Background: an optimization exercise with open tools, aiming at small area and a short achievable clock period. Do not read the settings as production practice. Only simulation tests tie the RTL to the original design; equivalence was not proved. Power figures rest on the tool's default switching activity, not on a simulated workload.

## rc4_memory_bank
module rc4_memory_bank #(
  parameter int                          S_DEPTH        = 256,
  parameter int                          MSG_DEPTH      = 32,
  parameter int                          DATA_W         = 8,
  parameter logic [MSG_DEPTH*DATA_W-1:0] ENC_INIT_IMAGE =
    256'hc9dc233605081f6271444b5eadb0878a99ecf3c6d5d82f3201141b6e7d40575a
) (
  input  logic              clk,
  input  logic              rst,
  input  logic [7:0]        s_address,
  input  logic [DATA_W-1:0] s_data,
  input  logic              s_wren,
  output logic [DATA_W-1:0] s_q,
  input  logic [7:0]        enc_address,
  output logic [DATA_W-1:0] enc_q,
  input  logic [7:0]        dec_address,
  input  logic [DATA_W-1:0] dec_data,
  input  logic              dec_wren,
  output logic [DATA_W-1:0] dec_q
);
For scale: ~5100 cells after synthesis, roughly 2300 flip-flops, about 68 I/O pins.
clock: 6.0 ns
lec_check: 0
cap_margin: 20
core_margin: 2
core_utilization: 40
setup_slack_margin: 3.2
slew_margin: 20
synth_hierarchical: 1
synth_minimum_keep_size: 0
run.sh (not shown) runs the stock make flow with config.mk's settings and CLKGATE_MAP_FILE= SYNTH_SCRIPT=/design/flow/synth_recipe.tcl, a recipe that flattens the netlist after the stock synthesis.
Next try:
CORE_UTILIZATION = 65   (was 40)
PLACE_DENSITY = 0.75   (was not set)
SETUP_SLACK_MARGIN = 3.35   (was 3.2)
Result: The new run finished clean; clock-buffer cell count rises by 14; setup slack barely changes; non-clock buffer count increases by 7; register-to-register slack gets worse by 0.19 ns; cell area is lower by 1.7%; global-route usage came out higher by 13 points; clock power goes down by about 3%.
Next try:
==> flow/flow/run.sh (new file) <==
#!/bin/bash
# Standard layout (the standard.sh) run stage by stage, with a setup
# repair margin per stage. Before CTS the clock is ideal, so the early
# repairs aim lower: with the propagated clock later the registers' clock
# latency gives the input paths back that time. Each stage's full output
# goes to its own log file in this folder.
set -euo pipefail
M_FLOOR=2.9
M_PLACE=2.9
M_CTS=3.4
M_ROUTE=3.6
bash standard.sh synth > synth.log 2>&1
bash standard.sh SETUP_SLACK_MARGIN=$M_FLOOR floorplan > floorplan.log 2>&1
bash standard.sh SETUP_SLACK_MARGIN=$M_PLACE place > place.log 2>&1
bash standard.sh SETUP_SLACK_MARGIN=$M_CTS cts > cts.log 2>&1
bash standard.sh SETUP_SLACK_MARGIN=$M_ROUTE finish > route_finish.log 2>&1
==> flow/standard.sh (new file) <==
#!/bin/bash
# synth_recipe.tcl (not shown) runs the flow's synth.tcl, then flattens the netlist and writes it again
# the make line also repeats each setting of config.mk as NAME=value (left out here)
make -C /OpenROAD-flow-scripts/flow DESIGN_CONFIG=/design/flow/config.mk WORK_HOME=/design/flow/orfs CLKGATE_MAP_FILE= SYNTH_SCRIPT=/design/flow/synth_recipe.tcl "${@:-finish}"
CORE_UTILIZATION = 40   (was 65)
CTS_CLUSTER_DIAMETER = 80   (was not set)
CTS_CLUSTER_SIZE = 30   (was not set)
PLACE_DENSITY = not set   (was 0.75)
SETUP_SLACK_MARGIN = 3.6   (was 3.35)
removed: flow/run.sh
What happened: The changed run ran to the end with no violations; clock power came out lower by 36%; worst setup slack gains 0.037 ns; combinational power came out higher by about 4%; core utilization came out lower by 31 points; die area came out higher by 62%.
Next try:
==> flow/run.sh (new file) <==
#!/bin/bash
# synth_recipe.tcl (not shown) runs the flow's synth.tcl, then flattens the netlist and writes it again
# the make line also repeats each setting of config.mk as NAME=value (left out here)
make -C /OpenROAD-flow-scripts/flow DESIGN_CONFIG=/design/flow/config.mk WORK_HOME=/design/flow/orfs CLKGATE_MAP_FILE= SYNTH_SCRIPT=/design/flow/synth_recipe.tcl finish
CTS_BUF_LIST = sky130_fd_sc_hd__clkbuf_8   (was not set)
CTS_CLUSTER_DIAMETER = not set   (was 80)
CTS_CLUSTER_SIZE = not set   (was 30)
removed: flow/flow/run.sh
removed: flow/standard.sh
The changed run completed with no timing, DRC or antenna violations.
Synthesized cell count does not change.
Combinational power hardly moves.
Critical path depth decreases by 12.
Design area went up by 5.4%.
Area after synthesis is unchanged.
Core utilization grows by 2.5 points.
Setup slack gains 0.046 ns.
Via count went up by 2.5%.
Total power grows by 14%.
Clock power went up by 43%.

[afterwards: timing with drivers on the ports]
The flow's constraints put no driver on any port. The routed layouts listed below were extracted and timed again, unchanged, in two steps.
Step 1 assumes that a clkbuf_16 drives the clock port and a buf_2 every other input.
Step 2 times the ports against the registers' clock, not the clock port: input delays grow and output delays shrink by t, the midpoint of the rising clock arrivals with the driver on.
a / b / c = no drivers / after step 1 / after step 2; a / b = the first two.
| run | t (ns) | slack for setup (ns) | worst hold slack (ns) | latest minus earliest clock arrival (ns) |
|---|---|---|---|---|
| the first run | 0.905 | 3.043 / 3.035 / 2.130 | 0.564 / 0.710 / 0.902 | 0.081 / 0.082 |
| the second run | 0.900 | 3.042 / 3.009 / 2.109 | 0.739 / 0.709 / 0.920 | 0.040 / 0.040 |
| the third run | 0.867 | 3.079 / 3.054 / 2.187 | 0.813 / 0.770 / 1.020 | 0.064 / 0.063 |
| the fourth run | 1.097 | 3.125 / 3.043 / 2.246 | 0.102 / 0.109 / 0.878 | 0.102 / 0.102 |
After both steps setup and hold are still met in every run listed. The setup slack of the second run, which loses most, moves by -0.033 ns with the drivers and by -0.933 ns with both steps.
